Context: an optimization exercise on an open-source flow, tuned for small area, a short achievable clock period and few clock cycles. The choices shown serve that exercise and are no tape-out recipe. RTL that was checked went through simulation tests only; none was proved equivalent to the original. Only the layout flow was run in run 2; the RTL was not checked for function there. Power figures rest on the tool's default switching activity, not on a simulated workload.

`flow/config.mk`:
```
export PLATFORM = sky130hd
export DESIGN_NAME = laser_line_row_center_core
export DESIGN_NICKNAME = laser_line_row_center_core
export VERILOG_FILES = /design/flow/design.v
export SDC_FILE = /design/flow/constraint.sdc
export NUM_CORES = 4
export LEC_CHECK = 0
export CAP_MARGIN = 20
export CORE_MARGIN = 2
export CORE_UTILIZATION = 35
export SLEW_MARGIN = 20
```
`flow/constraint.sdc`:
```
create_clock -name core_clock -period 12.0 [get_ports {clk}]
set_input_delay 2.4000 -clock core_clock [delete_from_list [all_inputs] [get_ports {clk}]]
set_output_delay 2.4000 -clock core_clock [all_outputs]
set_load 0.01 [all_outputs]
```
`flow/design.v`:
```
package llrc_pkg;
  localparam int PIX_W      = 8;
  localparam int COL_W      = 12;
  localparam int IDX_W      = 11;
  localparam int ROW_W      = 12;
  localparam int LEN_W      = 7;
  localparam int CFG_W      = 12;
  localparam int CFG_IDX_W  = 1;
  localparam int MAX_WIDTH        = 2048;
  localparam int MAX_MODEL_LENGTH = 64;
  localparam int RING_DEPTH = MAX_MODEL_LENGTH + 1;
  localparam int RING_AW    = $clog2(RING_DEPTH);
  localparam int SUM_W      = $clog2(MAX_WIDTH * 255 + 1);
  localparam int RAM_W      = PIX_W + SUM_W;
  localparam int WIN_W      = 14;
  localparam int PROD_W     = LEN_W + PIX_W;
  localparam int RESP_W     = 16;
  localparam logic [CFG_IDX_W-1:0] REG_ROW_WIDTH    = 1'd0;
  localparam logic [CFG_IDX_W-1:0] REG_MODEL_LENGTH = 1'd1;
  localparam logic [CFG_W-1:0] ROW_WIDTH_RST    = 12'd640;
  localparam logic [LEN_W-1:0] MODEL_LENGTH_RST = 7'd8;
  typedef struct packed {
    logic              clear;      
    logic              active;     
    logic              resp_en;    
    logic [IDX_W-1:0]  resp_col;
    logic              tail_en;    
    logic [IDX_W-1:0]  tail_col;
    logic              last;
    logic [ROW_W-1:0]  row;
    logic [LEN_W-1:0]  len;
    logic [SUM_W-1:0]  prefix;
  } s1_t;
endpackage
import llrc_pkg::*;
module laser_line_row_center_core (
  input  logic                 clk,
  input  logic                 rst_n,
  input  logic                 in_valid,
  output logic                 in_ready,
  input  logic [PIX_W-1:0]     in_pixel,
  input  logic                 in_frame_start,
  output logic                 out_valid,
  input  logic                 out_ready,
  output logic [ROW_W-1:0]     out_row_index,
  output logic [IDX_W-1:0]     out_center_col,
  output logic                 out_found,
  input  logic                 cfg_we,
  input  logic [CFG_IDX_W-1:0] cfg_idx,
  input  logic [CFG_W-1:0]     cfg_data
);
  logic [11:0] w_arch;
  logic [6:0]  l_arch;
  logic [10:0] wm1;       
  logic [6:0]  len;       
  logic        act;       
  logic        lnz;       
  logic [10:0] tcol;      
  logic [11:0] w_cl;
  logic [6:0]  l_cl;
  logic [11:0] t_cl;
  logic        cfg_wr;
  assign cfg_wr = cfg_we;
  always_comb begin
    if (w_arch < 12'd2)           w_cl = 12'd2;
    else if (w_arch > 12'd2048)   w_cl = 12'd2048;
    else                          w_cl = w_arch;
    l_cl = (l_arch > 7'd64) ? 7'd64 : l_arch;
    t_cl = w_cl - {5'd0, l_cl};
  end
  localparam logic [1:0] ST_RUN = 2'd0, ST_CLR = 2'd1, ST_ADD = 2'd2;
  logic [1:0]  st;
  logic        pending;
  logic        owed;
  logic        rdy_r;
  logic [6:0]  sel;       
  logic        a_v, a_fs;
  logic [7:0]  a_pix;
  logic [10:0] c_r;
  logic        rfs_r;
  logic [511:0] sr;
  logic        b_sv, b_pv, b_rst, b_resp, b_j0, b_last, b_rfs;
  logic signed [8:0] b_delta;
  logic [7:0]  b_pj;
  logic [13:0] s_r;
  logic        c_pv, c_rst, c_resp, c_j0, c_last, c_rfs;
  logic [14:0] c_prod;
  logic        d_pv, d_rst, d_resp, d_j0, d_last, d_rfs;
  logic signed [15:0] d_r;
  logic signed [15:0] mx_v, mn_v;
  logic [10:0] mx_c, mn_c, cd_r;
  logic        mx_s, mn_s;
  logic        e_ev, e_rfs;
  logic        o_v, o_found;
  logic [11:0] o_idx;
  logic [10:0] o_cen;
  logic [10:0] c_eff, c_nxt;
  logic        a_last, a_ge, a_rm, a_rst, a_j0, a_rfs;
  logic [7:0]  pj;
  logic signed [8:0] a_delta;
  logic [6:0]  n_win;
  logic        empty, apply, add_go;
  logic        sv_n, rst_n_b;
  logic signed [8:0] delta_n;
  always_comb begin
    c_eff  = a_fs ? 11'd0 : c_r;
    a_last = c_eff >= wm1;
    a_ge   = c_eff >= {4'd0, len};
    a_rm   = a_ge && lnz;
    a_rst  = (c_eff == 11'd0);
    a_j0   = (c_eff == {4'd0, len});
    a_rfs  = a_rst ? a_fs : rfs_r;
    pj     = sr[{sel[5:0], 3'b000} +: 8];
    if (!lnz)       a_delta = 9'sd0;
    else if (a_rm)  a_delta = $signed({1'b0, a_pix}) - $signed({1'b0, pj});
    else            a_delta = $signed({1'b0, a_pix});
    c_nxt  = a_last ? 11'd0 : c_eff + 11'd1;
    n_win  = (c_r < {4'd0, len}) ? c_r[6:0] : len;
    empty  = !a_v && !b_pv && !c_pv && !d_pv && !e_ev;
    apply  = pending && empty && (st == ST_RUN);
    add_go = (st == ST_ADD) && (sel < n_win);
    sv_n    = a_v || (st == ST_CLR) || add_go;
    rst_n_b = a_v ? a_rst : (st == ST_CLR);
    delta_n = a_v ? a_delta : ((st == ST_CLR) ? 9'sd0 : $signed({1'b0, pj}));
  end
  logic        zmaybe;
  logic        owed_nxt, pend_nxt;
  logic [1:0]  st_nxt;
  logic        pop;
  always_comb begin
    pop      = o_v && out_ready;
    zmaybe   = (a_v && a_last) ? (wm1 == 11'd1) : ({1'b0, c_r} + 12'd2 >= {1'b0, wm1});
    owed_nxt = (a_v && a_last) ? 1'b1 : (pop ? 1'b0 : owed);
    pend_nxt = cfg_wr || (pending && !apply);
    case (st)
      ST_RUN:  st_nxt = apply ? ST_CLR : ST_RUN;
      ST_CLR:  st_nxt = ST_ADD;
      default: st_nxt = add_go ? ST_ADD : ST_RUN;
    endcase
  end
  always_ff @(posedge clk) begin
    if (!rst_n) begin
      w_arch  <= 12'd640;
      l_arch  <= 7'd8;
      wm1     <= 11'd639;
      len     <= 7'd8;
      act     <= 1'b1;
      lnz     <= 1'b1;
      tcol    <= 11'd632;
      st      <= ST_RUN;
      pending <= 1'b0;
      owed    <= 1'b0;
      rdy_r   <= 1'b1;
      sel     <= 7'd7;
      a_v     <= 1'b0;
      c_r     <= 11'd0;
      b_sv    <= 1'b0;
      b_pv    <= 1'b0;
      c_pv    <= 1'b0;
      d_pv    <= 1'b0;
      e_ev    <= 1'b0;
      o_v     <= 1'b0;
      o_idx   <= 12'hfff;
    end else begin
      if (cfg_we) begin
        if (cfg_idx == REG_ROW_WIDTH) w_arch <= cfg_data;
        else                          l_arch <= cfg_data[6:0];
      end
      if (apply) begin
        wm1  <= w_cl[10:0] - 11'd1;
        len  <= l_cl;
        act  <= ({5'd0, l_cl} < w_cl);
        lnz  <= (l_cl != 7'd0);
        tcol <= t_cl[10:0];
      end
      pending <= pend_nxt;
      st      <= st_nxt;
      owed    <= owed_nxt;
      rdy_r   <= (st_nxt == ST_RUN) && !pend_nxt && !(owed_nxt && zmaybe);
      if (st == ST_CLR)                       sel <= 7'd0;
      else if (add_go)                        sel <= sel + 7'd1;
      else if (st == ST_ADD)                  sel <= len - 7'd1;
      a_v  <= in_valid && rdy_r;
      if (a_v) c_r <= c_nxt;
      b_sv <= sv_n;
      b_pv <= a_v;
      c_pv <= b_pv;
      d_pv <= c_pv;
      e_ev <= d_pv && d_last;
      if (e_ev) begin
        o_v   <= 1'b1;
        o_idx <= e_rfs ? 12'd0 : o_idx + 12'd1;
      end else if (out_ready) begin
        o_v   <= 1'b0;
      end
    end
  end
  assign in_ready = rdy_r;
  always_ff @(posedge clk) begin
    a_pix <= in_pixel;
    a_fs  <= in_frame_start;
    if (a_v) begin
      rfs_r <= a_rfs;
      sr    <= {sr[503:0], a_pix};
    end
    b_rst   <= rst_n_b;
    b_delta <= delta_n;
    b_pj    <= pj;
    b_resp  <= act && a_ge;
    b_j0    <= a_j0;
    b_last  <= a_last;
    b_rfs   <= a_rfs;
  end
  always_ff @(posedge clk) begin
    if (b_sv) begin
      s_r <= (b_rst ? 14'd0 : s_r) + {{5{b_delta[8]}}, b_delta};
    end
    c_prod <= {8'd0, len} * {7'd0, b_pj};
    c_rst  <= b_rst;
    c_resp <= b_resp;
    c_j0   <= b_j0;
    c_last <= b_last;
    c_rfs  <= b_rfs;
  end
  always_ff @(posedge clk) begin
    d_r    <= $signed({1'b0, c_prod}) - $signed({2'b0, s_r});
    d_rst  <= c_rst;
    d_resp <= c_resp;
    d_j0   <= c_j0;
    d_last <= c_last;
    d_rfs  <= c_rfs;
  end
  logic signed [15:0] mx0, mn0;
  logic [10:0] mxc0, mnc0, cd_eff, jd;
  logic        mxs0, mns0;
  always_comb begin
    cd_eff = d_rst ? 11'd0 : cd_r + 11'd1;
    jd     = cd_eff - {4'd0, len};
    if (d_rst) begin
      mx0 = '0; mn0 = '0; mxc0 = '0; mnc0 = '0; mxs0 = 1'b0; mns0 = 1'b0;
    end else begin
      mx0 = mx_v; mn0 = mn_v; mxc0 = mx_c; mnc0 = mn_c; mxs0 = mx_s; mns0 = mn_s;
    end
  end
  always_ff @(posedge clk) begin
    if (d_pv) begin
      cd_r <= cd_eff;
      mx_v <= mx0; mn_v <= mn0; mx_c <= mxc0; mn_c <= mnc0; mx_s <= mxs0; mn_s <= mns0;
      if (d_resp) begin
        if (d_j0) begin
          mx_v <= d_r;
          mn_v <= d_r;
        end else begin
          if (d_r > mx0) begin
            mx_v <= d_r; mx_c <= jd; mx_s <= 1'b1;
          end
          if (d_r < mn0) begin
            mn_v <= d_r; mn_c <= jd; mn_s <= 1'b1;
          end
        end
      end
    end
    e_rfs <= d_rfs;
  end
  logic        t_mx, t_mn, e_found;
  logic [10:0] e_mxc, e_mnc;
  logic [11:0] e_sum;
  always_comb begin
    t_mx    = act && lnz && mx_v[15];
    t_mn    = act && lnz && !mn_v[15] && (mn_v != 16'sd0);
    e_mxc   = t_mx ? tcol : mx_c;
    e_mnc   = t_mn ? tcol : mn_c;
    e_found = act && (mx_s || t_mx) && (mn_s || t_mn);
    e_sum   = {1'b0, e_mxc} + {1'b0, e_mnc};
  end
  always_ff @(posedge clk) begin
    if (e_ev) begin
      o_found <= e_found;
      o_cen   <= e_found ? e_sum[11:1] : 11'd0;
    end
  end
  assign out_valid      = o_v;
  assign out_row_index  = o_idx;
  assign out_center_col = o_cen;
  assign out_found      = o_found;
endmodule
```
`flow/run.sh`:
```
#!/bin/bash
# synth_recipe.tcl (not shown) runs the flow's synth.tcl, then flattens the netlist and writes it again
# the make line also repeats each setting of config.mk as NAME=value (left out here)
make -C /OpenROAD-flow-scripts/flow DESIGN_CONFIG=/design/flow/config.mk WORK_HOME=/design/flow/orfs CLKGATE_MAP_FILE= SYNTH_SCRIPT=/design/flow/synth_recipe.tcl finish
```
==> results of run 1 <==
## sequential cells by signal, summed over array words and instances (netlist names), 7 cells and up
register / flops
b_pj: 8
l_arch: 7
sel: 7
tcol: 11
d_r: 16
sr: 512
mn_v: 16
cd_r: 11
o_cen: 11
w_arch: 12
c_r: 11
mn_c: 11
o_idx: 12
s_r: 14
b_delta: 9
a_pix: 8
mx_v: 16
mx_c: 11
c_prod: 15
wm1: 11
len: 7
## metrics by stage
stage / cells / total power, mW / instance area (um^2)
after floorplan: 2637 / 3.83 / 36100
after global placement: 3978 / 4.03 / 38100
after detailed placement: 3979 / 4.04 / 38100
after CTS: 4133 / 6.70 / 40900
after global routing: 4133 / 6.93 / 40900
final: 4133 / 6.62 / 40900
## synthesized netlist by cell type (52+ instances only)
master and count:
and2_1 61, nand2_1 239, dfxtp_1 165, nor2_1 116
a21oi_1 96, mux2i_1 124, ha_1 182, clkbuf_1 69
nor2b_1 52, xnor2_1 61, inv_1 139, o21ai_0 59
edfxtp_1 606, mux4_2 112
## power by group through the flow
stage	registers, mW	logic, mW	clock network [mW]
floorplan	3.16	0.666	0
global placement	3.17	0.857	0
detailed placement	3.17	0.867	0
CTS	3.12	0.872	2.71
global route	3.13	0.977	2.82
finish	3.12	0.861	2.64
## critical path: cells and delay by family, from the launching register on
kind                       cells  cell delay, ns
AOI/OAI and AO/OA              5            0.97
adders and majority gates      1            0.27
buffers and inverters          2            1.54
and+or+nand+nor                5            0.58
muxes                          2            1.08
DFF                            1            0.74
## path summary, 6_finish.rpt
check	startpoint	endpoint	slack, ns	depth (start not counted)
max reg2reg	sel[0]	b_delta[8]	6.65	15
min	c_resp	d_resp	0.32	0
min reg2reg	c_resp	d_resp	0.32	0
max	sel[0]	b_delta[8]	6.65	15
## layout by cell type, fill, tap and decap left out, types with 8 or more instances in the layout
cell type	netlist	layout
xor2_1	35	35
nor2b_1	52	52
nor3_1	45	45
a211oi_1	20	20
o21ai_0	59	59
a21oi_1	96	96
clkinv_1	2	19
a211o_1	8	8
nand4_1	12	12
o221ai_1	39	39
clkinv_2	0	15
edfxtp_1	606	606
clkbuf_1	69	14
dfxtp_1	165	159
nor4_1	13	13
fa_1	35	35
nand3_1	51	51
mux2i_1	124	124
mux2_2	17	17
nand2_1	239	239
nor2_1	116	116
xnor2_1	61	61
and2_1	61	61
bufinv_16	0	10
inv_1	139	139
buf_4	11	25
ha_1	182	182
mux4_2	112	112
o211ai_1	17	17
a21o_1	21	21
clkbuf_16	0	86
a21boi_0	12	12
o21a_1	25	25
and3_1	22	22
clkdlybuf4s50_1	0	51
o22ai_1	27	27
a31o_2	8	8
nand2b_1	22	22
## layout make-up
type,instances,area (um^2),area share (%)
Clock inverter,51,577,1.41
Timing Repair Buffer,79,734,1.79
Tap cell,1368,1710,4.18
Clock buffer,103,2250,5.49
Multi-Input combinational cell,1618,13600,33.2
Inverter,143,537,1.31
Sequential cell,771,21500,52.6
## routing by layer
layer,vias to the layer above,track usage (%)
met5,-,0
met4,0,3.84
met3,115,2.14
met2,404,20.9
met1,10600,20.1
li1,10000,-
## logic make-up (layout without fill, tap and decap cells)
group / count (synthesis) / after routing / share of synthesized area [%]
buf+inv: 248 / 376 / 2.89
mux: 255 / 255 / 11.0
flops: 771 / 771 / 59.5
fa+ha+maj: 217 / 217 / 8.24
simple gates: 657 / 657 / 8.67
compound gates: 393 / 393 / 7.35
xor+xnor: 96 / 96 / 2.33
==> summary.txt, run 1 <==
outcome timing/DRC/antenna clean; Worst-path clk slew 0.06 ns; GRT overflow 0; Starting DRT DRC Count 1,628; Global Route Usage Sum 13.7%; switching part of the total 25.2%; routed wl met3 2.88 mm; NetSw 1.67 mW; vias per cell 5.11; P_leak 15.3 nW; WL/cell 17.7 um; initial antenna violation count 1; drt drc 0; async set or reset register ratio after synthesis 0%; Clock power frac 39.9%; DR pass1 iterations 5; Antenna Cells 0; DR top layer met4; die height 325 um; Syn. warnings 1; Most common cell on crit path nand2_1; fin util 40.1%; top cell type by total area after synthesis edfxtp_1; critical path capture point type register; Worst slew margin 29.5%; Worst VDD drop 104 uV; CP cell instances buf_4 -> buf_4 -> mux4_2 -> mux4_2 -> nand2_1 -> a31o_2 -> ha_1 -> nand2_1 -> nand2_1 -> a21o_1 -> a21o_1 -> a21oi_1 -> nor2b_1 -> o21ai_0 -> nor4b_1; Worst-Skew Late Latency 0.65 ns; PD cells 162 nW/um^2; CP Max Fanout 51; clk sink count 771; CTS tree built; Vias 21,100; Syn Area/Cell 13.7 um^2; largest net degree at the start of global routing 193; M1 wire length 35.8 mm; Yosys cell types 72; Post-synth EDFFs 606; Combinational Power Share 13.0%; top-area cell type share of the netlist area 50.4%; critical path's slowest cell buf_4; I/O pins 53; #FFs+latches synth 771; Layout area overhead 13.2%; post-cts sizing count 0; Synth area leaders edfxtp_1 50%, dfxtp_1 9.1%, mux4_2 7.0%; Die Width 325 um; Least-Margin Pin Slew 1.05 ns; CP required 12.50 ns; WS Path Type reg2reg; internal power 4.95 mW; core area 102,000 um^2; number of routed nets with antenna violations 0; fin crit share 44.6%; TritonCTS buffer count 83; Post-layout nets 2,940; hold slack 0.320 ns; Final Wtd Congestion 0.811; Sequential Power Share 47.1%; maxcap violations 0; Initial Util 35.4%; CP Data Arrival Time 5.86 ns; Setup Fix Bufs, Post-CTS 0; Critical Path Source Type register; final-layout fill cell count 9,469; Cell Rows 117; Seq/Total Area, Yosys 59.5%; fin. max-slew vios 0; PortBufs 52; crit path time final 5.35 ns; Setup TNS 0 ns; Critical Path Max Stage Delay 0.84 ns; met2 routed WL 32.8 mm; cell count after synthesis 2,637; Root Driver clkbuf_16; number of global-route vias before repair 20,800; Final Setup Violations 0; WL final 73.0 mm; setup slack after layout 6.65 ns; ratio of cells with drive above 1 in the final layout 11.2%; Hold Fails Final Rpt 0; Die Footprint 106,000 um^2; Longest Clk Path Bufs 3; Post-Place Worst Slack 6.53 ns; RSZ-0062 raised after global routing false; htree depth 3; first-pass GRT wire length 118 mm; commonest register cell after synthesis edfxtp_1; Hold/Removal Path Class reg2reg; Hold-fix buffers, CTS 0; DP HPWL 46.4 mm; syn_nets 2,881; fmax 187 MHz; Mapped Area 36,100 um^2; final setup skew 0.0305 ns
Testbench counts, summed over its fixed seeds: cycles 49,008.
==> inputs of run 2 (changes only) <==
--- a/flow/design.v
+++ b/flow/design.v
@@ -69,12 +69,15 @@
     t_cl = w_cl - {5'd0, l_cl};
   end
-  localparam logic [1:0] ST_RUN = 2'd0, ST_CLR = 2'd1, ST_ADD = 2'd2;
+  localparam logic [1:0] ST_RUN = 2'd0, ST_CLR = 2'd1, ST_ADD = 2'd2, ST_FIX = 2'd3;
   logic [1:0]  st;
   logic        pending;
   logic        owed;
   logic        rdy_r;
+  logic        go_r;
+  logic        l1;        
   logic [6:0]  sel;       
   logic        a_v, a_fs;
   logic [7:0]  a_pix;
+  logic [7:0]  pjr;       
   logic [10:0] c_r;
   logic        rfs_r;
@@ -82,8 +85,6 @@
   logic        b_sv, b_pv, b_rst, b_resp, b_j0, b_last, b_rfs;
   logic signed [8:0] b_delta;
-  logic [7:0]  b_pj;
+  logic [14:0] b_prod;
   logic [13:0] s_r;
-  logic        c_pv, c_rst, c_resp, c_j0, c_last, c_rfs;
-  logic [14:0] c_prod;
   logic        d_pv, d_rst, d_resp, d_j0, d_last, d_rfs;
   logic signed [15:0] d_r;
@@ -97,8 +98,8 @@
   logic [10:0] c_eff, c_nxt;
   logic        a_last, a_ge, a_rm, a_rst, a_j0, a_rfs;
-  logic [7:0]  pj;
+  logic [7:0]  rd;
   logic signed [8:0] a_delta;
   logic [6:0]  n_win;
-  logic        empty, apply, add_go;
+  logic        empty, apply, more;
   logic        sv_n, rst_n_b;
   logic signed [8:0] delta_n;
@@ -111,16 +112,16 @@
     a_j0   = (c_eff == {4'd0, len});
     a_rfs  = a_rst ? a_fs : rfs_r;
-    pj     = sr[{sel[5:0], 3'b000} +: 8];
+    rd     = sr[{sel[5:0], 3'b000} +: 8];
     if (!lnz)       a_delta = 9'sd0;
-    else if (a_rm)  a_delta = $signed({1'b0, a_pix}) - $signed({1'b0, pj});
+    else if (a_rm)  a_delta = $signed({1'b0, a_pix}) - $signed({1'b0, pjr});
     else            a_delta = $signed({1'b0, a_pix});
     c_nxt  = a_last ? 11'd0 : c_eff + 11'd1;
     n_win  = (c_r < {4'd0, len}) ? c_r[6:0] : len;
-    empty  = !a_v && !b_pv && !c_pv && !d_pv && !e_ev;
+    empty  = !a_v && !b_pv && !d_pv && !e_ev;
     apply  = pending && empty && (st == ST_RUN);
-    add_go = (st == ST_ADD) && (sel < n_win);
-    sv_n    = a_v || (st == ST_CLR) || add_go;
+    more   = sel < n_win;
+    sv_n    = a_v || (st == ST_CLR) || go_r;
     rst_n_b = a_v ? a_rst : (st == ST_CLR);
-    delta_n = a_v ? a_delta : ((st == ST_CLR) ? 9'sd0 : $signed({1'b0, pj}));
+    delta_n = a_v ? a_delta : ((st == ST_CLR) ? 9'sd0 : $signed({1'b0, pjr}));
   end
   logic        zmaybe;
@@ -136,5 +137,6 @@
       ST_RUN:  st_nxt = apply ? ST_CLR : ST_RUN;
       ST_CLR:  st_nxt = ST_ADD;
-      default: st_nxt = add_go ? ST_ADD : ST_RUN;
+      ST_ADD:  st_nxt = more ? ST_ADD : ST_FIX;
+      default: st_nxt = ST_RUN;
     endcase
   end
@@ -147,4 +149,5 @@
       act     <= 1'b1;
       lnz     <= 1'b1;
+      l1      <= 1'b0;
       tcol    <= 11'd632;
       st      <= ST_RUN;
@@ -152,10 +155,10 @@
       owed    <= 1'b0;
       rdy_r   <= 1'b1;
-      sel     <= 7'd7;
+      go_r    <= 1'b0;
+      sel     <= 7'd6;
       a_v     <= 1'b0;
       c_r     <= 11'd0;
       b_sv    <= 1'b0;
       b_pv    <= 1'b0;
-      c_pv    <= 1'b0;
       d_pv    <= 1'b0;
       e_ev    <= 1'b0;
@@ -172,4 +175,5 @@
         act  <= ({5'd0, l_cl} < w_cl);
         lnz  <= (l_cl != 7'd0);
+        l1   <= (l_cl == 7'd1);
         tcol <= t_cl[10:0];
       end
@@ -178,13 +182,16 @@
       owed    <= owed_nxt;
       rdy_r   <= (st_nxt == ST_RUN) && !pend_nxt && !(owed_nxt && zmaybe);
-      if (st == ST_CLR)                       sel <= 7'd0;
-      else if (add_go)                        sel <= sel + 7'd1;
-      else if (st == ST_ADD)                  sel <= len - 7'd1;
+      go_r    <= (st == ST_ADD) && more;
+      case (st)
+        ST_CLR:  sel <= 7'd0;
+        ST_ADD:  sel <= more ? sel + 7'd1 : len - 7'd1;
+        ST_FIX:  sel <= len - 7'd2;
+        default: ;
+      endcase
       a_v  <= in_valid && rdy_r;
       if (a_v) c_r <= c_nxt;
       b_sv <= sv_n;
       b_pv <= a_v;
-      c_pv <= b_pv;
-      d_pv <= c_pv;
+      d_pv <= b_pv;
       e_ev <= d_pv && d_last;
       if (e_ev) begin
@@ -204,7 +211,9 @@
       sr    <= {sr[503:0], a_pix};
     end
+    if (st != ST_RUN)  pjr <= rd;
+    else if (a_v)      pjr <= l1 ? a_pix : rd;
     b_rst   <= rst_n_b;
     b_delta <= delta_n;
-    b_pj    <= pj;
+    b_prod  <= {8'd0, len} * {7'd0, pjr};
     b_resp  <= act && a_ge;
     b_j0    <= a_j0;
@@ -212,22 +221,14 @@
     b_rfs   <= a_rfs;
   end
-  always_ff @(posedge clk) begin
-    if (b_sv) begin
-      s_r <= (b_rst ? 14'd0 : s_r) + {{5{b_delta[8]}}, b_delta};
-    end
-    c_prod <= {8'd0, len} * {7'd0, b_pj};
-    c_rst  <= b_rst;
-    c_resp <= b_resp;
-    c_j0   <= b_j0;
-    c_last <= b_last;
-    c_rfs  <= b_rfs;
-  end
-  always_ff @(posedge clk) begin
-    d_r    <= $signed({1'b0, c_prod}) - $signed({2'b0, s_r});
-    d_rst  <= c_rst;
-    d_resp <= c_resp;
-    d_j0   <= c_j0;
-    d_last <= c_last;
-    d_rfs  <= c_rfs;
+  logic [13:0] s_new;
+  always_comb s_new = (b_rst ? 14'd0 : s_r) + {{5{b_delta[8]}}, b_delta};
+  always_ff @(posedge clk) begin
+    if (b_sv) s_r <= s_new;
+    d_r    <= $signed({1'b0, b_prod}) - $signed({2'b0, s_new});
+    d_rst  <= b_rst;
+    d_resp <= b_resp;
+    d_j0   <= b_j0;
+    d_last <= b_last;
+    d_rfs  <= b_rfs;
   end
   logic signed [15:0] mx0, mn0;
--- a/flow/config.mk
+++ b/flow/config.mk
@@ -6,6 +6,8 @@
 export NUM_CORES = 4
 export LEC_CHECK = 0
+export ABC_CLOCK_PERIOD_IN_PS = 3000
 export CAP_MARGIN = 20
 export CORE_MARGIN = 2
 export CORE_UTILIZATION = 35
-export SLEW_MARGIN = 20
+export SETUP_SLACK_MARGIN = 5
+export SLEW_MARGIN = 60
==> summary.txt, run 2 <==
outcome timing/DRC/antenna clean; fin. max-slew vios 0; Final Wtd Congestion 0.807; critical path capture point type register; Die Footprint 108,000 um^2; TritonCTS buffer count 84; DP HPWL 49.1 mm; final setup skew 0.0644 ns; ratio of cells with drive above 1 in the final layout 14.4%; drt drc 0; Layout area overhead 14.0%; met2 routed WL 34.2 mm; CP endpoint rdy_r; R2R cell count 16; PD cells 177 nW/um^2; P_leak 14.9 nW; CP cell instances clkinv_1 -> ha_1 -> or3_1 -> a2111oi_2 -> o31a_2 -> nor2_1 -> a21oi_1 -> ha_1 -> a21o_1 -> a21o_1 -> a211o_1 -> nor2_1 -> o2bb2ai_4 -> nor2b_1 -> o21a_1 -> o41ai_1; top-area cell type share of the netlist area 49.9%; Worst-Skew Late Latency 0.67 ns; CTS tree built; crit path time final 4.76 ns; WL/cell 18.2 um; final instance area 42,100 um^2; Cell Rows 119; Critical Path Source Type register; Hold-fix buffers, CTS 0; CP Data Arrival Time 5.29 ns; Seq/Total Area, Yosys 58.2%; synth cell count leaders 614 x edfxtp_1, 210 x nand2_1, 186 x nor2_1, 185 x ha_1, 168 x mux4_2; vias per cell 5.22; CP Max Fanout 13; maxcap violations 0; M1 wire length 37.3 mm; number of global-route vias before repair 21,700; Least-Margin Pin Slew 0.563 ns; hold path startpoint b_resp; Synth area leaders edfxtp_1 50%, mux4_2 10%, dfxtp_1 8.3%; Starting DRT DRC Count 1,499; fmax 210 MHz; Root Driver clkbuf_16; Hold/Removal Path Class reg2reg; top cell type by total area after synthesis edfxtp_1; Die Width 329 um; Setup TNS 0 ns; htree depth 3; Hold Fails Final Rpt 0; RSZ-0062 raised after global routing false; worst r2r dst rdy_r; I/O pins 53; DR pass1 iterations 5; syn_nets 2,939; routed wl met3 3.45 mm; largest register by flop count sr; Longest Clk Path Bufs 3; GRT overflow 0; WS Path Type reg2reg; most frequent cells in the layout 614 x edfxtp_1, 209 x nand2_1, 185 x ha_1; die height 329 um; CP Buf/Inv Count 1; Initial Util 35.2%; fin crit share 39.7%; Vias 22,000; number of routed nets with antenna violations 0; first-pass GRT wire length 123 mm; number of flip-flops in the largest register 512; cell count after synthesis 2,692; Setup Fix Bufs, Post-CTS 0; Yosys cell types 77; DP Area 39,300 um^2; WL final 76.6 mm; Worst-path clk slew 0.06 ns; Global Route Usage Sum 14.1%; cell with the most instances after synthesis edfxtp_1; Post-layout nets 3,001; Critical Path Max Stage Delay 0.48 ns; post-cts sizing count 0; Mapped Area 36,900 um^2; CP Launch Point len[6]; crit-path leading delay family compound AO/OA/AOI/OAI gates; Post-synth EDFFs 614; #FFs+latches synth 767; initial antenna violation count 1; Antenna Cells 0; CP required 12.52 ns; clk sink count 767; Worst VDD drop 126 uV; largest net degree at the start of global routing 81; DR top layer met4; Worst slew margin 62.5%; async set or reset register ratio after synthesis 0%; Non-Filler Instances 4,207; RR Startpoint len[6]; commonest register cell after synthesis edfxtp_1; critical path's slowest cell o41ai_1; setup slack, reg-to-reg 7.24 ns; dpl cells 4,054; core area 105,000 um^2; Final Setup Violations 0; PortBufs 52; Crit. path cell count 16; Syn Area/Cell 13.7 um^2; Syn. warnings 1; commonest non-fill, non-tap cell in the layout edfxtp_1
-- run 2: metrics by stage --
stage               power, mW  setup slack [ns]  utilization (%)  hold slack (ns)
floorplan                4.53              6.71                -            0.310
global placement         4.94              7.24             37.1            0.312
detailed placement       4.99              7.21             37.4            0.314
CTS                      7.51              7.19             39.9            0.326
global route             7.84              6.72             40.1            0.336
finish                   7.43              7.24             40.1            0.324
-- run 2: layer usage --
layer / GRT usage (%) / vias up
li1: - / 10400
met1: 20.7 / 11000
met2: 21.4 / 492
met3: 2.51 / 128
met4: 3.74 / 0
met5: 0 / -
-- run 2: area by class of cell --
| cell class | count | area [um^2] |
|---|---|---|
| multi-input combinational | 1660 | 14500 |
| sequential | 767 | 21500 |
| fill | 9727 | 62900 |
| clock inverter | 46 | 472 |
| clock buffer | 102 | 2170 |
| inverter | 149 | 561 |
| timing repair buffer | 92 | 1090 |
| tap | 1391 | 1740 |
-- run 2: how the worst min path moves through the flow --
stage	endpoint	slack (ns)	depth (start not counted)
floorplan	d_j0	0.31	0
global placement	d_resp	0.31	0
detailed placement	d_j0	0.31	0
CTS	d_j0	0.33	0
global route	d_resp	0.34	0
finish	d_resp	0.32	0
-- run 2: logic make-up after synthesis --
family          count (synthesis)  synth area share (%)
compound gates                436                  7.88
mux                           231                  12.1
flops                         767                  58.2
fa+ha+maj                     220                  8.17
simple gates                  680                  8.62
xor+xnor                       93                  2.21
buf+inv                       265                  2.81
-- run 2: worst reg2reg max path, cell delays in order, from the launching register on --
cell,delay (ns)
dfxtp_1,0.39
clkinv_1,0.40
ha_1,0.36
or3_1,0.32
a2111oi_2,0.34
o31a_2,0.35
nor2_1,0.07
a21oi_1,0.13
ha_1,0.26
a21o_1,0.18
a21o_1,0.17
a211o_1,0.33
nor2_1,0.18
o2bb2ai_4,0.22
nor2b_1,0.18
o21a_1,0.26
o41ai_1,0.48
-- run 2: power breakdown --
part	total (mW)	internal (mW)	switching [mW]
Sequential	3.25	3.08	0.175
Clock	2.49	1.39	1.10
Combinational	1.69	0.764	0.926
==> inputs of run 3 (changes only) <==
--- a/flow/design.v
+++ b/flow/design.v
@@ -56,10 +56,9 @@
   logic        act;       
   logic        lnz;       
+  logic        l1;        
   logic [10:0] tcol;      
   logic [11:0] w_cl;
   logic [6:0]  l_cl;
   logic [11:0] t_cl;
-  logic        cfg_wr;
-  assign cfg_wr = cfg_we;
   always_comb begin
     if (w_arch < 12'd2)           w_cl = 12'd2;
@@ -70,4 +69,5 @@
   end
   localparam logic [1:0] ST_RUN = 2'd0, ST_CLR = 2'd1, ST_ADD = 2'd2, ST_FIX = 2'd3;
+  logic        rst_q;     
   logic [1:0]  st;
   logic        pending;
@@ -75,6 +75,6 @@
   logic        rdy_r;
   logic        go_r;
-  logic        l1;        
   logic [6:0]  sel;       
+  logic [6:0]  n_r;       
   logic        a_v, a_fs;
   logic [7:0]  a_pix;
@@ -85,6 +85,9 @@
   logic        b_sv, b_pv, b_rst, b_resp, b_j0, b_last, b_rfs;
   logic signed [8:0] b_delta;
-  logic [14:0] b_prod;
+  logic [10:0] b_x;       
+  logic [10:0] b_y;       
   logic [13:0] s_r;
+  logic        c_pv, c_rst, c_resp, c_j0, c_last, c_rfs;
+  logic [14:0] c_prod;
   logic        d_pv, d_rst, d_resp, d_j0, d_last, d_rfs;
   logic signed [15:0] d_r;
@@ -100,5 +103,5 @@
   logic [7:0]  rd;
   logic signed [8:0] a_delta;
-  logic [6:0]  n_win;
+  logic [10:0] pp0, pp1, pp2, pp3, pp4, pp5;
   logic        empty, apply, more;
   logic        sv_n, rst_n_b;
@@ -117,8 +120,13 @@
     else            a_delta = $signed({1'b0, a_pix});
     c_nxt  = a_last ? 11'd0 : c_eff + 11'd1;
-    n_win  = (c_r < {4'd0, len}) ? c_r[6:0] : len;
-    empty  = !a_v && !b_pv && !d_pv && !e_ev;
+    pp0 = len[0] ? {3'd0, pjr}       : 11'd0;
+    pp1 = len[1] ? {2'd0, pjr, 1'b0} : 11'd0;
+    pp2 = len[2] ? {1'd0, pjr, 2'b0} : 11'd0;
+    pp3 = len[3] ? {3'd0, pjr}       : 11'd0;
+    pp4 = len[4] ? {2'd0, pjr, 1'b0} : 11'd0;
+    pp5 = len[5] ? {1'd0, pjr, 2'b0} : (len[6] ? {pjr, 3'b0} : 11'd0);
+    empty  = !a_v && !b_pv && !c_pv && !d_pv && !e_ev;
     apply  = pending && empty && (st == ST_RUN);
-    more   = sel < n_win;
+    more   = sel < n_r;
     sv_n    = a_v || (st == ST_CLR) || go_r;
     rst_n_b = a_v ? a_rst : (st == ST_CLR);
@@ -133,5 +141,5 @@
     zmaybe   = (a_v && a_last) ? (wm1 == 11'd1) : ({1'b0, c_r} + 12'd2 >= {1'b0, wm1});
     owed_nxt = (a_v && a_last) ? 1'b1 : (pop ? 1'b0 : owed);
-    pend_nxt = cfg_wr || (pending && !apply);
+    pend_nxt = cfg_we || (pending && !apply);
     case (st)
       ST_RUN:  st_nxt = apply ? ST_CLR : ST_RUN;
@@ -142,7 +150,24 @@
   end
   always_ff @(posedge clk) begin
+    rst_q <= rst_n;
     if (!rst_n) begin
       w_arch  <= 12'd640;
       l_arch  <= 7'd8;
+      pending <= 1'b0;
+      rdy_r   <= 1'b0;
+      o_v     <= 1'b0;
+    end else begin
+      if (cfg_we) begin
+        if (cfg_idx == REG_ROW_WIDTH) w_arch <= cfg_data;
+        else                          l_arch <= cfg_data[6:0];
+      end
+      pending <= pend_nxt;
+      rdy_r   <= (st_nxt == ST_RUN) && !pend_nxt && !(owed_nxt && zmaybe);
+      if (e_ev && rst_q)  o_v <= 1'b1;
+      else if (out_ready) o_v <= 1'b0;
+    end
+  end
+  always_ff @(posedge clk) begin
+    if (!rst_q) begin
       wm1     <= 11'd639;
       len     <= 7'd8;
@@ -152,7 +177,5 @@
       tcol    <= 11'd632;
       st      <= ST_RUN;
-      pending <= 1'b0;
       owed    <= 1'b0;
-      rdy_r   <= 1'b1;
       go_r    <= 1'b0;
       sel     <= 7'd6;
@@ -161,13 +184,9 @@
       b_sv    <= 1'b0;
       b_pv    <= 1'b0;
+      c_pv    <= 1'b0;
       d_pv    <= 1'b0;
       e_ev    <= 1'b0;
-      o_v     <= 1'b0;
       o_idx   <= 12'hfff;
     end else begin
-      if (cfg_we) begin
-        if (cfg_idx == REG_ROW_WIDTH) w_arch <= cfg_data;
-        else                          l_arch <= cfg_data[6:0];
-      end
       if (apply) begin
         wm1  <= w_cl[10:0] - 11'd1;
@@ -178,8 +197,6 @@
         tcol <= t_cl[10:0];
       end
-      pending <= pend_nxt;
       st      <= st_nxt;
       owed    <= owed_nxt;
-      rdy_r   <= (st_nxt == ST_RUN) && !pend_nxt && !(owed_nxt && zmaybe);
       go_r    <= (st == ST_ADD) && more;
       case (st)
@@ -193,12 +210,8 @@
       b_sv <= sv_n;
       b_pv <= a_v;
-      d_pv <= b_pv;
+      c_pv <= b_pv;
+      d_pv <= c_pv;
       e_ev <= d_pv && d_last;
-      if (e_ev) begin
-        o_v   <= 1'b1;
-        o_idx <= e_rfs ? 12'd0 : o_idx + 12'd1;
-      end else if (out_ready) begin
-        o_v   <= 1'b0;
-      end
+      if (e_ev) o_idx <= e_rfs ? 12'd0 : o_idx + 12'd1;
     end
   end
@@ -213,7 +226,9 @@
     if (st != ST_RUN)  pjr <= rd;
     else if (a_v)      pjr <= l1 ? a_pix : rd;
+    if (st == ST_CLR)  n_r <= (c_r < {4'd0, len}) ? c_r[6:0] : len;
     b_rst   <= rst_n_b;
     b_delta <= delta_n;
-    b_prod  <= {8'd0, len} * {7'd0, pjr};
+    b_x     <= (pp0 + pp1) + pp2;
+    b_y     <= (pp3 + pp4) + pp5;
     b_resp  <= act && a_ge;
     b_j0    <= a_j0;
@@ -221,14 +236,22 @@
     b_rfs   <= a_rfs;
   end
-  logic [13:0] s_new;
-  always_comb s_new = (b_rst ? 14'd0 : s_r) + {{5{b_delta[8]}}, b_delta};
-  always_ff @(posedge clk) begin
-    if (b_sv) s_r <= s_new;
-    d_r    <= $signed({1'b0, b_prod}) - $signed({2'b0, s_new});
-    d_rst  <= b_rst;
-    d_resp <= b_resp;
-    d_j0   <= b_j0;
-    d_last <= b_last;
-    d_rfs  <= b_rfs;
+  always_ff @(posedge clk) begin
+    if (b_sv) begin
+      s_r <= (b_rst ? 14'd0 : s_r) + {{5{b_delta[8]}}, b_delta};
+    end
+    c_prod <= {4'd0, b_x} + {1'd0, b_y, 3'd0};
+    c_rst  <= b_rst;
+    c_resp <= b_resp;
+    c_j0   <= b_j0;
+    c_last <= b_last;
+    c_rfs  <= b_rfs;
+  end
+  always_ff @(posedge clk) begin
+    d_r    <= $signed({1'b0, c_prod}) - $signed({2'b0, s_r});
+    d_rst  <= c_rst;
+    d_resp <= c_resp;
+    d_j0   <= c_j0;
+    d_last <= c_last;
+    d_rfs  <= c_rfs;
   end
   logic signed [15:0] mx0, mn0;
==> summary.txt, run 3 <==
outcome timing/DRC/antenna clean; routed wl met3 2.55 mm; Global Route Usage Sum 13.5%; CP required 9.60 ns; Vias 20,900; final-layout fill cell count 9,684; Worst VDD drop 106 uV; DP Area 39,400 um^2; WHS Endpoint d_j0; Critical Path Source Type register; post-cts sizing count 0; Setup Fix Bufs, Post-CTS 0; vias per cell 5.04; Post-layout nets 2,907; initial antenna violation count 1; WL/cell 17.7 um; core area 105,000 um^2; Worst-Skew Late Latency 0.66 ns; critical path capture point type output port; Worst-path clk slew 0.06 ns; Setup TNS 0 ns; P_leak 15.4 nW; Longest Clk Path Bufs 3; Root Driver clkbuf_16; GRT overflow 0; cell with the most instances after synthesis edfxtp_1; Synth area leaders edfxtp_1 51%, mux4_2 10%, dfxtp_1 9.9%; fin crit share 33.9%; TritonCTS buffer count 85; Least-Margin Pin Slew 0.577 ns; Cell Rows 119; M1 wire length 36.5 mm; top-area cell type share of the netlist area 50.6%; DR top layer met4; crit path time final 4.06 ns; largest net degree at the start of global routing 81; WL final 73.2 mm; CP Buf/Inv Count 1; Hold Fails Final Rpt 0; Syn. warnings 1; CTS tree built; fin. max-slew vios 0; fmax 246 MHz; most frequent cells in the layout 621 x edfxtp_1, 238 x nand2_1, 178 x ha_1; async set or reset register ratio after synthesis 0%; synth cell count leaders 621 x edfxtp_1, 239 x nand2_1, 182 x dfxtp_1, 179 x ha_1; number of global-route vias before repair 21,200; Hold/Removal Path Class reg2reg; setup slack after layout 7.94 ns; CP Max Fanout 5; total design power 6.68 mW; I/O pins 53; Critical Path Max Stage Delay 0.57 ns; Hold-fix buffers, CTS 0; Antenna Cells 0; Starting DRT DRC Count 1,503; Initial Util 35.2%; top cell type by total area after synthesis edfxtp_1; WS Path Type reg2out; first-pass GRT wire length 117 mm; htree depth 3; final setup skew 0.0446 ns; DR pass1 iterations 5; maxcap violations 0; drt drc 0; CP Data Arrival Time 1.66 ns; RR Startpoint d_rst; clk sink count 803; CP Launch Point o_idx[7]; met2 routed WL 32.3 mm; final instance area 42,400 um^2; hold depth 0; hold path startpoint c_j0; Seq/Total Area, Yosys 60.5%; Multi-input gate area 13,600 um^2; Post-Place Worst Slack 7.97 ns; Syn Area/Cell 14.2 um^2; #FFs+latches synth 803; PD cells 158 nW/um^2; Final Wtd Congestion 0.818; ratio of cells with drive above 1 in the final layout 15.4%; Worst slew margin 61.5%; commonest register cell after synthesis edfxtp_1; number of routed nets with antenna violations 0; commonest non-fill, non-tap cell in the layout edfxtp_1; dpl cells 3,983; Non-Filler Instances 4,144; Die Footprint 108,000 um^2; critical path's slowest cell clkdlybuf4s50_1; DP HPWL 47.9 mm; storage element area 22,300 um^2; Mapped Area 36,900 um^2; Yosys cell types 74; Die Width 329 um; worst r2r dst mx_v[0]; PortBufs 52; Final Setup Violations 0; Layout area overhead 15.0%; setup slack, reg-to-reg 7.94 ns; crit-path leading delay family buffers and inverters; die height 329 um; cell count after synthesis 2,593; syn_nets 2,819; largest register by flop count sr; Post-synth EDFFs 621; RSZ-0062 raised after global routing false; CP cell instances clkdlybuf4s50_1; R2R cell count 12; number of flip-flops in the largest register 512
## run 3: worst max path at each step
| stage | to | slack (ns) | cells after the start |
|---|---|---|---|
| floorplan | c_r[9] | 6.60 | 6 |
| global placement | mx_v[0] | 7.52 | 12 |
| detailed placement | mx_v[0] | 7.97 | 12 |
| CTS | out_row_index[7] | 7.88 | 1 |
| global route | mx_v[0] | 7.71 | 11 |
| finish | out_row_index[7] | 7.94 | 1 |
## run 3: per-layer routing
metal	GRT usage, %	vias up
met5	0	-
met4	4.31	0
met3	2.10	116
met2	20.5	367
met1	19.8	10400
li1	-	9977
## run 3: report_power, final
part	leakage (nW)	switching, mW	total (mW)	internal (mW)
Clock	1.44	1.12	2.67	1.55
Combinational	7.21	0.426	0.832	0.406
Sequential	6.71	0.0910	3.17	3.08
## run 3: final cells by class
| type | count | share of cell area (%) |
|---|---|---|
| well taps | 1391 | 4.11 |
| clock inverters | 48 | 1.17 |
| flip-flops and latches | 803 | 52.7 |
| repair buffers | 95 | 2.87 |
| inverters | 168 | 1.49 |
| multi-input cells | 1528 | 32.1 |
| clock buffers | 111 | 5.65 |
## run 3: per-stage QoR
stage	hold slack, ns	utilization, %
2_1_floorplan	0.310	-
3_3_place_gp	0.311	37.1
3_5_place_dp	0.313	37.6
4_1_cts	0.326	40.4
5_1_grt	0.335	40.4
6_report	0.326	40.4
## run 3: cells by family (layout without fill, tap and decap cells)
| family | count (synthesis) | after routing | share of synthesized area, % |
|---|---|---|---|
| AND/OR/NAND/NOR | 584 | 584 | 7.42 |
| AO/OA/AOI/OAI | 387 | 387 | 6.93 |
| flip-flops | 803 | 803 | 60.5 |
| adder cells (fa/ha/maj) | 199 | 199 | 7.16 |
| multiplexers | 257 | 257 | 12.8 |
| XOR/XNOR | 101 | 101 | 2.40 |
| buffers and inverters | 262 | 422 | 2.81 |
## run 3: worst register-to-register path: cells and delay by family, from the launching register on
family	cells	cell delay, ns
adder cells (fa/ha/maj)	1	0.31
multiplexers	1	0.36
AO/OA/AOI/OAI	6	1.41
buffers and inverters	3	1.12
flip-flops	1	0.44
AND/OR/NAND/NOR	1	0.15
Testbench counts of run 3, summed over its fixed seeds: cycles 49,016.
==> inputs of run 4 (changes only) <==
==> flow/flow/run.sh (new file) <==
#!/bin/bash
# Standard ORFS layout; timing repair aims for 3.6 ns of the 12 ns period
# (setup margin 8.4 ns). The SDC and the clock period are unchanged.
set -euo pipefail
bash standard.sh SETUP_SLACK_MARGIN=8.4 finish > orfs_make.log 2>&1
==> flow/standard.sh (new file) <==
#!/bin/bash
# synth_recipe.tcl (not shown) runs the flow's synth.tcl, then flattens the netlist and writes it again
# the make line also repeats each setting of config.mk as NAME=value (left out here)
make -C /OpenROAD-flow-scripts/flow DESIGN_CONFIG=/design/flow/config.mk WORK_HOME=/design/flow/orfs CLKGATE_MAP_FILE= SYNTH_SCRIPT=/design/flow/synth_recipe.tcl "${@:-finish}"
--- a/flow/config.mk
+++ b/flow/config.mk
@@ -10,4 +10,3 @@
 export CORE_MARGIN = 2
 export CORE_UTILIZATION = 35
-export SETUP_SLACK_MARGIN = 5
 export SLEW_MARGIN = 60
removed: flow/run.sh
==> summary.txt, run 4 <==
Global Route Usage Sum 13.7%; number of routed nets with antenna violations 0; CP cell instances buf_2; Post-synth EDFFs 621; fmax 279 MHz; PortBufs 52; Worst-Skew Late Latency 0.66 ns; Syn. warnings 1; Hold-fix buffers, CTS 0; Hold/Removal Path Class reg2reg; top-area cell type share of the netlist area 50.6%; Synth area leaders edfxtp_1 51%, mux4_2 10%, dfxtp_1 9.9%; Post-layout nets 2,921; CP Max Fanout 1; critical path capture point type output port; Worst-path clk slew 0.05 ns; Die Footprint 108,000 um^2; final setup skew 0.0317 ns; Setup TNS 0 ns; P_leak 15.3 nW; fin. max-slew vios 0; Worst slew margin 59.8%; vias per cell 5.07; hold slack 0.324 ns; Critical Path Source Type register; outcome timing/DRC/antenna clean; CTS tree built; #FFs+latches synth 803; DP HPWL 48.5 mm; Yosys cell types 74; drt drc 0; Least-Margin Pin Slew 0.603 ns; WL final 74.7 mm; CP Data Arrival Time 1.18 ns; Starting DRT DRC Count 1,557; DR pass1 iterations 5; cell with the most instances after synthesis edfxtp_1; largest net degree at the start of global routing 84; PD cells 155 nW/um^2; Hold Fails Final Rpt 0; maxcap violations 0; commonest non-fill, non-tap cell in the layout edfxtp_1; initial antenna violation count 0; Die Width 329 um; RSZ-0062 raised after global routing true; final-layout fill cell count 9,663; Seq/Total Area, Yosys 60.5%; Initial Util 35.2%; Syn Area/Cell 14.2 um^2; Antenna Cells 0; syn_nets 2,819; clk sink count 803; crit-path leading delay family flip-flops; die height 329 um; Layout area overhead 14.6%; CP Buf/Inv Count 1; GRT overflow 0; critical path's slowest cell edfxtp_1; commonest register cell after synthesis edfxtp_1; ratio of cells with drive above 1 in the final layout 16.9%; first-pass GRT wire length 118 mm; Vias 21,100; async set or reset register ratio after synthesis 0%; Root Driver clkbuf_16; most frequent cells in the layout 621 x edfxtp_1, 235 x nand2_1, 179 x ha_1; fin crit share 29.8%; TritonCTS buffer count 86; CP required 9.60 ns; WL/cell 18.0 um; top cell type by total area after synthesis edfxtp_1; Mapped Area 36,900 um^2; core area 105,000 um^2; WS Path Type reg2out; Longest Clk Path Bufs 3; number of flip-flops in the largest register 512; Final Wtd Congestion 0.819; Cell Rows 119; largest register by flop count sr; crit path time final 3.58 ns; Critical Path Max Stage Delay 0.38 ns; I/O pins 53; cell count after synthesis 2,593; synth cell count leaders 621 x edfxtp_1, 239 x nand2_1, 182 x dfxtp_1, 179 x ha_1; number of global-route vias before repair 20,900; htree depth 3; Final Setup Violations 0; Worst VDD drop 116 uV
-- run 4: cell counts after synthesis --
Identical to the previous run, type by type.
-- run 4: layout make-up --
type	instances	area [um^2]	share of cell area (%)
clock buffer	110	2280	5.39
clock inverter	52	459	1.09
inverter	168	639	1.51
multi-input combinational	1528	13700	32.4
sequential	803	22300	52.9
tap	1391	1740	4.12
timing repair buffer	108	1110	2.63
-- run 4: cells by family after synthesis --
group,share of synthesized area (%)
adders and majority gates,7.16
and+or+nand+nor,7.42
xor gates and xnor gates,2.40
AOI/OAI and AO/OA,6.93
muxes,12.8
buffers and inverters,2.81
DFF,60.5
-- run 4: routing by layer --
metal	global-route usage, %	share of wire, %	vias to the layer above
met2	21.1	45	411
met1	20.0	49	10600
met5	0	0	-
met4	4.16	2.3	0
met3	2.26	4.2	111
li1	-	-	10000
-- run 4: timing repair --
item / in CTS / in global routing
setup endpoints to repair: 47 / 21
pin swaps: 2 / 2
gates resized for setup: 130 / 14
setup buffers: 9 / 8
-- run 4: worst register-to-register path, stage by stage (launching register included) --
cell and delay (ns):
dfxtp_4 0.42, buf_8 0.31, buf_16 0.28, clkbuf_8 0.55
mux4_2 0.41, mux4_2 0.52, mux4_2 0.48, mux2_2 0.27
-- run 4: path summary, 6_finish.rpt --
path	startpoint	to	slack, ns	depth (start not counted)
setup reg to reg	sel[1]	pjr[7]	8.53	7
hold reg to reg	b_x[0]	c_prod[0]	0.32	0
hold / removal	b_x[0]	c_prod[0]	0.32	0
setup / recovery	o_cen[10]	out_center_col[10]	8.42	1
-- run 4: per-stage QoR --
stage	power (mW)	cells	util, %	instance area (um^2)	setup WS (ns)
2_1_floorplan	3.84	2593	-	36900	6.96
3_3_place_gp	4.03	3966	37.2	39000	7.61
3_5_place_dp	4.06	3978	37.5	39300	7.97
4_1_cts	6.66	4149	40.1	42000	8.32
5_1_grt	6.86	4160	40.3	42200	8.36
6_report	6.56	4160	40.3	42200	8.42
-- run 4: power breakdown --
part,internal [mW],switching (mW)
sequential,3.08,0.0881
combinational,0.401,0.427
clock,1.44,1.12
total,4.93,1.63

separate check: timing with driven ports:
Ports are ideal in the flow. The routed layouts listed here were re-timed in OpenROAD. Step 1 (the two cells are an assumption about what drives the block):
set clk [get_ports {clk}]
set_driving_cell -lib_cell sky130_fd_sc_hd__clkbuf_16 $clk
set_driving_cell -lib_cell sky130_fd_sc_hd__buf_2 [delete_from_list [all_inputs] $clk]
Step 2 also shifts input and output timing later by t, the mid clock arrival at the registers, as if the neighbouring blocks saw the same clock. Slacks: ideal ports / drivers / drivers and shift; pairs: ideal ports / drivers.
| run | t (ns) | setup WS [ns] | worst setup path after step 2 | latest minus earliest clock arrival (ns) | cell pins on the clock port's net |
|---|---|---|---|---|---|
| run 1 | 0.692 | 6.646 / 6.646 / 6.646 | register to register | 0.031 / 0.031 | 1 |
| run 2 | 0.701 | 7.238 / 7.238 / 7.238 | register to register | 0.067 / 0.067 | 1 |
| run 3 | 0.703 | 7.937 / 7.873 / 7.945 | register to register | 0.046 / 0.047 | 1 |
| run 4 | 0.708 | 8.421 / 8.356 / 8.070 | input to register | 0.037 / 0.038 | 1 |
After both steps every run listed still meets setup and hold. The setup slack of run 4, which loses most, moves by -0.065 ns with the drivers and by -0.351 ns with both steps.
